What follows belongs to an exercise in optimizing a design on an open flow for small area and a short achievable clock period; a production flow would make more cautious choices.
Function was checked by simulation only, so behaviour that the tests miss may differ from the original.
Power figures rest on the tool's default switching activity, not on a simulated workload.

File: design/flow/design.v
`default_nettype none
package mipsPkg;
  localparam int DataMemWords    = 256;
  localparam int DataMemAddrBits = $clog2(DataMemWords);
endpackage
`default_nettype wire
`default_nettype none
module controlDecoder (
  input  wire         Clk,
  input  wire         Reset,
  input  wire         InstrValid,
  input  wire [31:0]  Instr,
  input  wire [31:0]  RsValue,
  input  wire [31:0]  RtValue,
  input  wire [31:0]  PcPlus4,
  output logic [31:0] OperandA,
  output logic [31:0] OperandB,    
  output logic [31:0] PcResult,    
  output logic [4:0]  Shamt,
  output logic [9:0]  MemAddr,
  output logic [15:0] HiSel,
  output logic [63:0] LoSelQ,      
  output logic        OpAdd,
  output logic        OpAnd,
  output logic        OpOr,
  output logic        OpXor,
  output logic        OpSlt,
  output logic        OpSltu,
  output logic        OpShift,
  output logic        SubMode,
  output logic        ShiftRev,
  output logic        BranchTaken,
  output logic        RegWrite,
  output logic [4:0]  WriteReg,
  output logic [3:0]  LaneWe,
  output logic        Load,
  output logic [1:0]  LoadSize,
  output logic        LoadUnsigned
);
  logic [5:0] op;
  logic [5:0] fn;
  assign op = Instr[31:26];
  assign fn = Instr[5:0];
  logic isR, rAddu, rSubu, rAnd, rOr, rXor, rSlt, rSltu, rSll, rSrl, rAny;
  logic iAddiu, iSlti, iAndi, iOri, iLui, iAny;
  logic isLoad, isStore, isBeq, isBne, isJal;
  always_comb begin
    isR    = op == 6'h00;
    rAddu  = isR && fn == 6'h21;
    rSubu  = isR && fn == 6'h23;
    rAnd   = isR && fn == 6'h24;
    rOr    = isR && fn == 6'h25;
    rXor   = isR && fn == 6'h26;
    rSlt   = isR && fn == 6'h2a;
    rSltu  = isR && fn == 6'h2b;
    rSll   = isR && fn == 6'h00;
    rSrl   = isR && fn == 6'h02;
    rAny   = rAddu | rSubu | rAnd | rOr | rXor | rSlt | rSltu | rSll | rSrl;
    iAddiu = op == 6'h09;
    iSlti  = op == 6'h0a;
    iAndi  = op == 6'h0c;
    iOri   = op == 6'h0d;
    iLui   = op == 6'h0f;
    iAny   = iAddiu | iSlti | iAndi | iOri | iLui;
    isLoad = op == 6'h20 || op == 6'h21 || op == 6'h23 || op == 6'h24 || op == 6'h25;
    isStore = op == 6'h28 || op == 6'h29 || op == 6'h2b;
    isBeq  = op == 6'h04;
    isBne  = op == 6'h05;
    isJal  = op == 6'h03;
  end
  logic [31:0] sextImm;
  logic [31:0] storeRep;
  logic [31:0] rtRev;
  logic [31:0] bNext;
  logic [4:0]  shamtNext;
  logic [4:0]  destNext;
  logic [9:0]  addrNext;
  logic [3:0]  laneNext;
  logic [31:0] aNext;
  logic        subNext;
  assign sextImm = {{16{Instr[15]}}, Instr[15:0]};
  always_comb begin
    if (Instr[27])      storeRep = RtValue;
    else if (Instr[26]) storeRep = {2{RtValue[15:0]}};
    else                storeRep = {4{RtValue[7:0]}};
  end
  always_comb begin
    for (int i = 0; i < 32; i++) rtRev[i] = RtValue[31-i];
  end
  always_comb begin
    if (isJal)                  bNext = 32'd4;
    else if (iAddiu || iSlti)   bNext = sextImm;
    else if (iAndi || iOri || iLui) bNext = {16'd0, Instr[15:0]};
    else if (isStore)           bNext = storeRep;
    else if (rSrl)              bNext = rtRev;
    else                        bNext = RtValue;
  end
  always_comb begin
    if (iLui)                 shamtNext = 5'd16;
    else if (rSll || rSrl)    shamtNext = Instr[10:6];
    else                      shamtNext = 5'd0;
  end
  always_comb begin
    if (isR)        destNext = Instr[15:11];
    else if (isJal) destNext = 5'd31;
    else            destNext = Instr[20:16];
  end
  assign addrNext = RsValue[9:0] + Instr[9:0];
  always_comb begin
    if (Instr[27])      laneNext = 4'b1111;
    else if (Instr[26]) laneNext = addrNext[1] ? 4'b1100 : 4'b0011;
    else                laneNext = 4'b0001 << addrNext[1:0];
  end
  assign subNext = rSubu || rSlt || rSltu || iSlti;
  assign aNext = isJal ? PcPlus4 : RsValue;
  always_ff @(posedge Clk) begin
    OperandA     <= aNext;
    OperandB     <= bNext ^ {32{subNext}};
    PcResult     <= PcPlus4 + {sextImm[29:0], 2'b00};
    Shamt        <= shamtNext;
    MemAddr      <= addrNext;
    for (int i = 0; i < 16; i++) begin
      HiSel[i] <= addrNext[9:6] == i[3:0];
    end
    for (int q = 0; q < 4; q++) begin
      for (int i = 0; i < 16; i++) LoSelQ[16*q+i] <= addrNext[9:8] == q[1:0] && addrNext[5:2] == i[3:0];
    end
    OpAdd        <= rAddu | rSubu | iAddiu | isJal;
    OpAnd        <= rAnd | iAndi;
    OpOr         <= rOr | iOri;
    OpXor        <= rXor;
    OpSlt        <= rSlt | iSlti;
    OpSltu       <= rSltu;
    OpShift      <= rSll | rSrl | iLui | isStore;
    SubMode      <= subNext;
    ShiftRev     <= rSrl;
    WriteReg     <= destNext;
    Load         <= isLoad;
    LoadSize     <= Instr[27:26];
    LoadUnsigned <= Instr[28];
  end
  always_ff @(posedge Clk or posedge Reset) begin
    if (Reset) begin
      BranchTaken <= 1'b0;
      RegWrite <= 1'b0;
      LaneWe   <= 4'b0;
    end else begin
      BranchTaken <= InstrValid && (isBeq && RsValue == RtValue || isBne && RsValue != RtValue);
      RegWrite <= InstrValid && (rAny || iAny || isLoad || isJal) && destNext != 5'd0;
      LaneWe   <= (InstrValid && isStore) ? laneNext : 4'b0;
    end
  end
endmodule
`default_nettype wire
`default_nettype none
module aluExecute (
  input  wire         OpAdd,
  input  wire         OpAnd,
  input  wire         OpOr,
  input  wire         OpXor,
  input  wire         OpSlt,
  input  wire         OpSltu,
  input  wire         OpShift,
  input  wire         OpHold,
  input  wire [31:0]  HoldValue,
  input  wire         SubMode,
  input  wire         ShiftRev,
  input  wire [31:0]  OperandA,
  input  wire [31:0]  OperandB,
  input  wire [4:0]   Shamt,
  output logic [31:0] Result
);
  logic [32:0] sum;
  logic        ltS;
  logic        ltU;
  logic [31:0] shl;
  logic [31:0] shOut;
  assign sum = {1'b0, OperandA} + {1'b0, OperandB} + {32'd0, SubMode};
  assign ltU = !sum[32];
  assign ltS = (OperandA[31] == OperandB[31]) ? OperandA[31] : sum[31];
  assign shl = OperandB << Shamt;
  always_comb begin
    for (int i = 0; i < 32; i++) shOut[i] = ShiftRev ? shl[31-i] : shl[i];
  end
  always_comb begin
    Result = ({32{OpAdd}}   & sum[31:0])
           | ({32{OpAnd}}   & (OperandA & OperandB))
           | ({32{OpOr}}    & (OperandA | OperandB))
           | ({32{OpXor}}   & (OperandA ^ OperandB))
           | ({32{OpSlt}}   & {31'd0, ltS})
           | ({32{OpSltu}}  & {31'd0, ltU})
           | ({32{OpShift}} & shOut)
           | ({32{OpHold}}  & HoldValue);
  end
endmodule
`default_nettype wire
`default_nettype none
module exMemReg (
  input  wire         Clk,
  input  wire         Reset,
  input  wire [31:0]  ResultIn,
  input  wire [31:0]  TargetIn,
  input  wire         BranchTakenIn,
  input  wire [9:0]   MemAddrIn,
  input  wire [15:0]  HiSelIn,
  input  wire [63:0]  LoSelQIn,
  input  wire [127:0] ReadPartIn,
  input  wire [3:0]   LaneWeIn,
  input  wire         RegWriteIn,
  input  wire [4:0]   WriteRegIn,
  input  wire         LoadIn,
  input  wire [1:0]   LoadSizeIn,
  input  wire         LoadUnsignedIn,
  output logic [31:0] ResultOut,
  output logic [31:0] TargetOut,
  output logic        BranchTakenOut,
  output logic [15:0] WriteHiNOut,
  output logic [63:0] WriteLoLaneNOut,
  output logic [127:0] ReadPartOut,
  output logic        RegWriteOut,
  output logic [4:0]  WriteRegOut,
  output logic [31:0] LoadSelOut
);
  logic [1:0]  off;
  logic        isB, isH, isW, sgn;
  logic [31:0] loadSel;
  logic [3:0]  forward;
  logic [63:0] loLane;
  logic [15:0] LoSelIn;
  always_comb begin
    for (int j = 0; j < 16; j++)
      LoSelIn[j] = LoSelQIn[j] | LoSelQIn[16+j] | LoSelQIn[32+j] | LoSelQIn[48+j];
  end
  logic        hiMatch;
  always_comb begin
    for (int j = 0; j < 16; j++)
      for (int l = 0; l < 4; l++) loLane[4*j+l] = LoSelIn[j] && LaneWeIn[l];
  end
  assign hiMatch = |(HiSelIn & ~WriteHiNOut);
  always_comb begin
    for (int l = 0; l < 4; l++) begin
      forward[l] = 1'b0;
      for (int j = 0; j < 16; j++) forward[l] = forward[l] | (LoSelIn[j] && !WriteLoLaneNOut[4*j+l]);
      forward[l] = forward[l] && hiMatch;
    end
  end
  assign off = MemAddrIn[1:0];
  assign isB = LoadIn && LoadSizeIn == 2'b00;
  assign isH = LoadIn && LoadSizeIn == 2'b01;
  assign isW = LoadIn && LoadSizeIn[1];
  assign sgn = !LoadUnsignedIn;
  logic [3:0] lk;     
  logic       h1;     
  logic       h3;     
  logic       w;      
  logic [3:0] sk;     
  logic       x1;     
  logic       x2;     
  logic [7:0] memSel;    
  logic [7:0] resSel;
  logic [3:0] extMem1, extRes1, extMem2, extRes2;
  always_comb begin
    lk[0] = LoadIn && off == 2'd0;
    lk[1] = isB && off == 2'd1;
    lk[2] = (isB || isH) && off == 2'd2;
    lk[3] = isB && off == 2'd3;
    h1    = (isH || isW) && off == 2'd0;
    h3    = isH && off == 2'd2;
    w     = isW;
    sk[0] = isB && off == 2'd0;
    sk[1] = isB && off == 2'd1 || isH && off == 2'd0;
    sk[2] = isB && off == 2'd2;
    sk[3] = isB && off == 2'd3 || isH && off == 2'd2;
    x1    = isB && sgn;
    x2    = (isB || isH) && sgn;
    memSel = {w && !forward[3], w && !forward[2], h3 && !forward[3], h1 && !forward[1],
              lk[3] && !forward[3], lk[2] && !forward[2], lk[1] && !forward[1],
              lk[0] && !forward[0]};
    resSel = {!LoadIn || w && forward[3], !LoadIn || w && forward[2], h3 && forward[3],
              !LoadIn || h1 && forward[1], lk[3] && forward[3], lk[2] && forward[2],
              lk[1] && forward[1], !LoadIn || lk[0] && forward[0]};
    for (int k = 0; k < 4; k++) begin
      extMem1[k] = x1 && sk[k] && !forward[k];
      extRes1[k] = x1 && sk[k] && forward[k];
      extMem2[k] = x2 && sk[k] && !forward[k];
      extRes2[k] = x2 && sk[k] && forward[k];
    end
  end
  assign loadSel = {extRes2, extMem2, extRes1, extMem1, resSel, memSel};
  always_ff @(posedge Clk) begin
    ResultOut   <= ResultIn;
    TargetOut   <= TargetIn;
    WriteHiNOut <= ~HiSelIn;
    ReadPartOut <= ReadPartIn;
    WriteRegOut <= WriteRegIn;
    LoadSelOut  <= loadSel;
  end
  always_ff @(posedge Clk or posedge Reset) begin
    if (Reset) begin
      BranchTakenOut <= 1'b0;
      WriteLoLaneNOut <= '1;
      RegWriteOut    <= 1'b0;
    end else begin
      BranchTakenOut <= BranchTakenIn;
      WriteLoLaneNOut <= ~loLane;
      RegWriteOut    <= RegWriteIn;
    end
  end
endmodule
`default_nettype wire
`default_nettype none
module dataMemStage (
  input  wire         Clk,
  input  wire [15:0]  WriteHiN,
  input  wire [63:0]  WriteLoLaneN,
  input  wire [31:0]  StoreData,
  input  wire [15:0]  ReadHiSel,
  input  wire [63:0]  ReadLoSelQ,
  output logic [3:0][31:0] ReadPart
);
  localparam int Words = mipsPkg::DataMemWords;
  logic [Words-1:0][31:0] mem;
  logic [15:0][31:0]      group;
  for (genvar w = 0; w < Words; w++) begin : gWord
    for (genvar l = 0; l < 4; l++) begin : gLane
      always_ff @(posedge Clk) begin
        if (!(WriteHiN[w/16] || WriteLoLaneN[4*(w%16)+l])) mem[w][8*l +: 8] <= StoreData[8*l +: 8];
      end
    end
  end
  always_comb begin
    for (int h = 0; h < 16; h++) begin
      group[h] = '0;
      for (int j = 0; j < 16; j++)
        group[h] = group[h] | (mem[16*h+j] & {32{ReadLoSelQ[16*(h/4)+j]}});
    end
    for (int q = 0; q < 4; q++) begin
      ReadPart[q] = '0;
      for (int i = 0; i < 4; i++) ReadPart[q] = ReadPart[q] | (group[4*q+i] & {32{ReadHiSel[4*q+i]}});
    end
  end
endmodule
`default_nettype wire
`default_nettype none
module memWbResult (
  input  wire         Clk,
  input  wire         Reset,
  input  wire         RegWrite,
  input  wire [4:0]   WriteReg,
  input  wire [31:0]  LoadSel,
  input  wire [31:0]  Result,
  input  wire [127:0] ReadPart,
  output logic        WbRegWrite,
  output logic [4:0]  WbWriteReg,
  output logic [31:0] WbData
);
  logic [31:0] mw;       
  logic [31:0] rw;       
  logic [7:0]  ms;
  logic [7:0]  rs;
  logic [3:0]  em1, er1, em2, er2;
  logic        sign1;
  logic        sign2;
  logic [31:0] dataNext;
  assign mw = ReadPart[31:0] | ReadPart[63:32] | ReadPart[95:64] | ReadPart[127:96];
  assign rw = Result;
  assign {er2, em2, er1, em1, rs, ms} = LoadSel;
  always_comb begin
    sign1 = 1'b0;
    sign2 = 1'b0;
    for (int k = 0; k < 4; k++) begin
      sign1 = sign1 | (em1[k] & mw[8*k+7]) | (er1[k] & rw[8*k+7]);
      sign2 = sign2 | (em2[k] & mw[8*k+7]) | (er2[k] & rw[8*k+7]);
    end
    dataNext[7:0]   = ({8{ms[0]}} & mw[7:0])   | ({8{rs[0]}} & rw[7:0])
                    | ({8{ms[1]}} & mw[15:8])  | ({8{rs[1]}} & rw[15:8])
                    | ({8{ms[2]}} & mw[23:16]) | ({8{rs[2]}} & rw[23:16])
                    | ({8{ms[3]}} & mw[31:24]) | ({8{rs[3]}} & rw[31:24]);
    dataNext[15:8]  = ({8{ms[4]}} & mw[15:8])  | ({8{rs[4]}} & rw[15:8])
                    | ({8{ms[5]}} & mw[31:24]) | ({8{rs[5]}} & rw[31:24])
                    | {8{sign1}};
    dataNext[23:16] = ({8{ms[6]}} & mw[23:16]) | ({8{rs[6]}} & rw[23:16]) | {8{sign2}};
    dataNext[31:24] = ({8{ms[7]}} & mw[31:24]) | ({8{rs[7]}} & rw[31:24]) | {8{sign2}};
  end
  always_ff @(posedge Clk) begin
    WbWriteReg <= WriteReg;
    WbData     <= dataNext;
  end
  always_ff @(posedge Clk or posedge Reset) begin
    if (Reset) WbRegWrite <= 1'b0;
    else       WbRegWrite <= RegWrite;
  end
endmodule
`default_nettype wire
`default_nettype none
module mipsExMemPath (
  input  wire         Clk,
  input  wire         Reset,
  input  wire         InstrValid,
  input  wire [31:0]  Instr,
  input  wire [31:0]  RsValue,
  input  wire [31:0]  RtValue,
  input  wire [31:0]  PcPlus4,
  output logic        BranchTaken,
  output logic [31:0] BranchTarget,
  output logic        WbRegWrite,
  output logic [4:0]  WbWriteReg,
  output logic [31:0] WbData
);
  logic [31:0] exA, exB, exPc;
  logic [4:0]  exShamt;
  logic [9:0]  exAddr;
  logic [15:0] exHiSel;
  logic [63:0] exLoSelQ;
  logic        exOpAdd, exOpAnd, exOpOr, exOpXor, exOpSlt, exOpSltu, exOpShift;
  logic        exSub, exShiftRev;
  logic        exTaken, exRegWrite, exLoad, exLoadUnsigned;
  logic [4:0]  exWriteReg;
  logic [3:0]  exLaneWe;
  logic [1:0]  exLoadSize;
  logic [31:0] exResult;
  logic [127:0] exReadPart;
  logic [31:0] memResult;
  logic [15:0] memWriteHiN;
  logic [63:0] memWriteLoLaneN;
  logic [127:0] memReadPart;
  logic        memRegWrite;
  logic [4:0]  memWriteReg;
  logic [31:0] memLoadSel;
  controlDecoder decode (
    .Clk(Clk), .Reset(Reset), .InstrValid(InstrValid), .Instr(Instr),
    .RsValue(RsValue), .RtValue(RtValue), .PcPlus4(PcPlus4),
    .OperandA(exA), .OperandB(exB), .PcResult(exPc), .Shamt(exShamt), .MemAddr(exAddr),
    .HiSel(exHiSel), .LoSelQ(exLoSelQ),
    .OpAdd(exOpAdd), .OpAnd(exOpAnd), .OpOr(exOpOr), .OpXor(exOpXor), .OpSlt(exOpSlt),
    .OpSltu(exOpSltu), .OpShift(exOpShift), .SubMode(exSub),
    .ShiftRev(exShiftRev), .BranchTaken(exTaken),
    .RegWrite(exRegWrite), .WriteReg(exWriteReg), .LaneWe(exLaneWe), .Load(exLoad),
    .LoadSize(exLoadSize), .LoadUnsigned(exLoadUnsigned)
  );
  aluExecute execute (
    .OpAdd(exOpAdd), .OpAnd(exOpAnd), .OpOr(exOpOr), .OpXor(exOpXor), .OpSlt(exOpSlt),
    .OpSltu(exOpSltu), .OpShift(exOpShift), .OpHold(exLoad),
    .HoldValue(memResult), .SubMode(exSub),
    .ShiftRev(exShiftRev),
    .OperandA(exA), .OperandB(exB), .Shamt(exShamt),
    .Result(exResult)
  );
  exMemReg exMem (
    .Clk(Clk), .Reset(Reset),
    .ResultIn(exResult), .TargetIn(exPc), .BranchTakenIn(exTaken), .MemAddrIn(exAddr),
    .HiSelIn(exHiSel), .LoSelQIn(exLoSelQ),
    .ReadPartIn(exReadPart), .LaneWeIn(exLaneWe), .RegWriteIn(exRegWrite),
    .WriteRegIn(exWriteReg), .LoadIn(exLoad),
    .LoadSizeIn(exLoadSize), .LoadUnsignedIn(exLoadUnsigned),
    .ResultOut(memResult), .TargetOut(BranchTarget), .BranchTakenOut(BranchTaken),
    .WriteHiNOut(memWriteHiN), .WriteLoLaneNOut(memWriteLoLaneN), .ReadPartOut(memReadPart),
    .RegWriteOut(memRegWrite), .WriteRegOut(memWriteReg),
    .LoadSelOut(memLoadSel)
  );
  dataMemStage dataMem (
    .Clk(Clk), .WriteHiN(memWriteHiN), .WriteLoLaneN(memWriteLoLaneN), .StoreData(memResult),
    .ReadHiSel(exHiSel), .ReadLoSelQ(exLoSelQ), .ReadPart(exReadPart)
  );
  memWbResult memWb (
    .Clk(Clk), .Reset(Reset), .RegWrite(memRegWrite), .WriteReg(memWriteReg),
    .LoadSel(memLoadSel), .Result(memResult), .ReadPart(memReadPart),
    .WbRegWrite(WbRegWrite), .WbWriteReg(WbWriteReg), .WbData(WbData)
  );
endmodule
`default_nettype wire
File: design/flow/run.sh
#!/bin/bash
# synth_recipe.tcl (not shown) runs the flow's synth.tcl, then flattens the netlist and writes it again
# the make line also repeats each setting of config.mk as NAME=value (left out here)
make -C /OpenROAD-flow-scripts/flow DESIGN_CONFIG=/design/flow/config.mk WORK_HOME=/design/flow/orfs CLKGATE_MAP_FILE= SYNTH_SCRIPT=/design/flow/synth_recipe.tcl finish
File: design/flow/constraint.sdc
create_clock -name core_clock -period 7.0 [get_ports {Clk}]
set_input_delay 1.4000 -clock core_clock [delete_from_list [all_inputs] [get_ports {Clk}]]
set_output_delay 1.4000 -clock core_clock [all_outputs]
set_load 0.01 [all_outputs]
File: design/flow/config.mk
export PLATFORM = sky130hd
export DESIGN_NAME = mipsExMemPath
export DESIGN_NICKNAME = mipsExMemPath
export VERILOG_FILES = /design/flow/design.v
export SDC_FILE = /design/flow/constraint.sdc
export NUM_CORES = 4
export LEC_CHECK = 0
export CAP_MARGIN = 20
export CORE_MARGIN = 2
export CORE_UTILIZATION = 35
export CTS_CLUSTER_DIAMETER = 90
export CTS_CLUSTER_SIZE = 26
export PLACE_DENSITY = 0.45
export SETUP_SLACK_MARGIN = 3.85
export SLEW_MARGIN = 20
export SYNTH_MEMORY_MAX_BITS = 16384
==> run summary <==
[registers in the layout, indices dropped and copies added, names as in the netlist, 16 cells and up]
register	flops
exMem.WriteLoLaneNOut	64
decode.LoSelQ	64
exMem.TargetOut	32
dataMem.mem	8192
exMem.ReadPartOut	128
decode.OperandB	32
exMem.ResultOut	32
exMem.LoadSelOut	32
decode.OperandA	32
decode.PcResult	32
memWb.WbData	32
decode.HiSel	16
exMem.WriteHiNOut	16
[layout by cell type (no fill, tap or decap), types with 50 or more instances in the layout]
master	n
edfxtp_1	8192
a22oi_1	2132
nor2_1	1118
a221oi_1	1039
a22o_1	1029
nand3_1	587
nand4_1	487
clkbuf_16	440
o21ai_0	432
buf_4	421
nand2_1	374
dfxtp_1	308
dfxtp_4	145
a21oi_1	131
inv_1	115
clkdlybuf4s50_1	110
nor2_2	102
ha_1	94
clkbuf_1	82
buf_12	75
xor2_1	70
dfstp_2	62
or4_1	50
[repair_timing]
| action | CTS | global route |
|---|---|---|
| pin swaps | 12 | 13 |
| setup endpoints to repair | 233 | 141 |
| setup buffers | 3 | 8 |
| resized for setup | 483 | 51 |
[final cells by class]
| type | count | area, um^2 |
|---|---|---|
| Fill cell | 83000 | 556000 |
| Sequential cell | 8748 | 258000 |
| Multi-Input combinational cell | 8276 | 57200 |
| Tap cell | 12100 | 15200 |
| Clock buffer | 534 | 11500 |
| Timing Repair Buffer | 703 | 6630 |
| Clock inverter | 245 | 3090 |
| Inverter | 126 | 475 |
| Antenna cell | 43 | 108 |
[where the power goes]
part / total (mW) / internal, mW / leakage [nW] / switching, mW
logic: 4.77 / 0.995 / 20.4 / 3.77
clock network: 31.4 / 13.4 / 7.03 / 18.0
registers: 58.5 / 57.6 / 94.4 / 0.899
[critical path: cells and delay by family, from the launching register on]
family,cells,cell delay [ps]
AO/OA/AOI/OAI,3,1120
AND/OR/NAND/NOR,2,820
flip-flops,1,530
buffers and inverters,1,340
[path summary, 6_finish.rpt]
check | start | endpoint | depth (start not counted)
max | decode.LoSelQ[48]$_DFF_P_ | exMem.ReadPartOut[125]$_DFF_P_ | 6
min | decode.PcResult[16]$_DFF_P_ | exMem.TargetOut[16]$_DFF_P_ | 0
max reg2reg | decode.LoSelQ[48]$_DFF_P_ | exMem.ReadPartOut[125]$_DFF_P_ | 6
min reg2reg | decode.PcResult[16]$_DFF_P_ | exMem.TargetOut[16]$_DFF_P_ | 0
max in group asynchronous | Reset | exMem.WriteLoLaneNOut[52]$_DFF_PP1_ | 3
min in group asynchronous | Reset | decode.BranchTaken$_DFF_PP0_ | 2
[metal layers]
layer,routed length [um],vias up,track usage (%)
met2,547000,8252,39.3
met4,38600,18,6.74
met3,91000,1403,4.00
met1,504000,101000,35.2
met5,111,-,0
li1,-,75500,-
[per-stage QoR]
step                area (um^2)  hold slack (ps)
finish                   352000              327
global route             352000              330
CTS                      352000              329
detailed placement       337000              312
global placement         337000              311
floorplan                320000              310
[kinds of logic after synthesis]
family / after synthesis
xor+xnor: 120
flops: 8748
mux: 64
compound gates: 5112
buf+inv: 1431
simple gates: 2874
fa+ha+maj: 106
==> impl_metrics.csv <==
group,metric,value,unit
critical_path,start_kind,"flop",
clock_tree,cts_tree,"built",
sta,period_needed,3270,ps
logic_synthesis,synth_compound_area_share,12.4,%
sta,rsz0062_at_grt,"true",
sta,setup_viol,0,
finish,drive_gt1_share,9.41,%
logic_synthesis,yosysMostFrequentCell,"edfxtp_1",
die,coreArea,909000,um^2
logic_synthesis,synth_top_area_share,77.0,%
job,drv_cap,0,
die,die_x,959,um
critical_path,r2r_slack,3730,ps
logic_synthesis,synthTopCellsByCount,"edfxtp_1 (8192), a22oi_1 (2138), nor2_1 (1220)",
critical_path,crit_path_top_delay_cell,"nand4_1",
grt,overflow,0,
clock_tree,path_clk_slew,100,ps
logic_synthesis,syn_avg_cell_area,17.3,um^2
hold_path,hp-class,"flop to flop",
sta,worstMarginPinSlew,1240,ps
sta,skew,78.3,ps
logic_synthesis,synth_area_leaders,"edfxtp_1 (77%), a22oi_1 (5.0%), dfxtp_1 (3.0%), a221oi_1 (2.9%), a22o_1 (2.8%)",
clock_tree,htreeDepth,5,
place,hpwlAfterDp,695000,um
finish,area_growth_syn_to_layout,10.3,%
clock_tree,cts_hold_buf,0,
critical_path,cp-end-kind,"flop",
die,ios,202,
route,wire_per_inst,38.3,um
run_status,status,"finished clean",
critical_path,worstPathCellList,"buf_12 -> a22o_1 -> a221oi_1 -> nand3_1 -> o21ai_0 -> nand4_1",
logic_synthesis,synth_top_family_by_area,"compound AO/OA/AOI/OAI gates",
sta,maxSlewViolCount,0,
route,ant_nets,0,
sta,min_period_over_period,46.8,%
logic_synthesis,synthArstFlopShare,0.834,%
die,start_util,35.1,%
critical_path,arrival,4040,ps
logic_synthesis,synth_mux_area_share,0.317,%
logic_synthesis,synth-main-ff-cell,"edfxtp_1",
sta,hold_viol,0,
finish,stdcell_count,30800,
place,finalWeightedCongestion,0.873,
die,die_h,959,um
pwr,power,94.7,mW
clock_tree,clockBufferDepth,4,
clock_tree,cts_made_buffers,431,
route,dr_total_vias,186000,
finish,fin_nets,18500,
logic_synthesis,syn-instance-count,18500,
logic_synthesis,yosysWarnings,5,
logic_synthesis,ys_types,88,
logic_synthesis,synth_adder_area_share,0.425,%
grt,antenna_found_initial,111,
clock_tree,insertion_delay,1140,ps
grt,grt_usage,24.7,%
logic_synthesis,ys_ff_latch,8748,
route,viasPerCell,6.04,
logic_synthesis,yosysTopAreaCell,"edfxtp_1",
logic_synthesis,synth_edf_count,8192,
finish,fin_util,38.8,%
place,placed_cells,30000,
pwr,p_leak,122,nW
logic_synthesis,synth-simple-area-share,4.17,%
grt,grt_pass1_vias,178000,
place,port-buffer-count,196,
logic_synthesis,synth_area,319000,um^2
clock_tree,cts_root_buffer,"clkbuf_16",
critical_path,worstPathMaxFanout,69,
die,rows,350,
logic_synthesis,ys_seq_area_share,80.7,%
logic_synthesis,synth_xor_area_share,0.329,%
route,drc,0,
critical_path,slowest_delay,620,ps
sta,fin_ws,3730,ps
die,die_area,920000,um^2
critical_path,required,7770,ps
route,drtIter0Drc,25700,
pwr,p_per_area,269,nW/um^2
critical_path,critPathKind,"flop to flop",
grt,grt_pass1_wl,1590000,um
route,routed_wl,1180000,um
sta,max_freq,306,MHz
sta,setup_tns,0,ps
grt,grt_max_degree,193,
logic_synthesis,postSynthNetCount,18700,
clock_tree,clkSinkCount,8748,
route,dr.pass1.iters,6,
sta,relSlewSlack,17.0,%
pwr,peakVddDrop,0.000220,V
place,post-place-ws,1410,ps

## afterwards: timing with drivers on the ports
In the flow no input, the clock included, has a driving cell. The finished layout below was timed again as built, in two steps. Step 1 (the two cells are an assumption about what drives the block):
set clk [get_ports {Clk}]
set_driving_cell -lib_cell sky130_fd_sc_hd__clkbuf_16 $clk
set_driving_cell -lib_cell sky130_fd_sc_hd__buf_2 [delete_from_list [all_inputs] $clk]
Step 2 moves the port delays by t, midway between the first and last clock arrival at a register: inputs arrive t later, outputs are due t later. That takes back most of the time a late clock gives input paths. Slacks: ideal / step 1 / step 2; pairs: ideal / step 1.
shift t [ns]: 1.252
slack for setup (ns): 3.727 / 3.609 / 2.648
pins driven straight from the clock port: 1
After both steps setup and hold are still met in this run. The setup slack of this run moves by -0.118 ns with the drivers and by -1.079 ns with both steps.
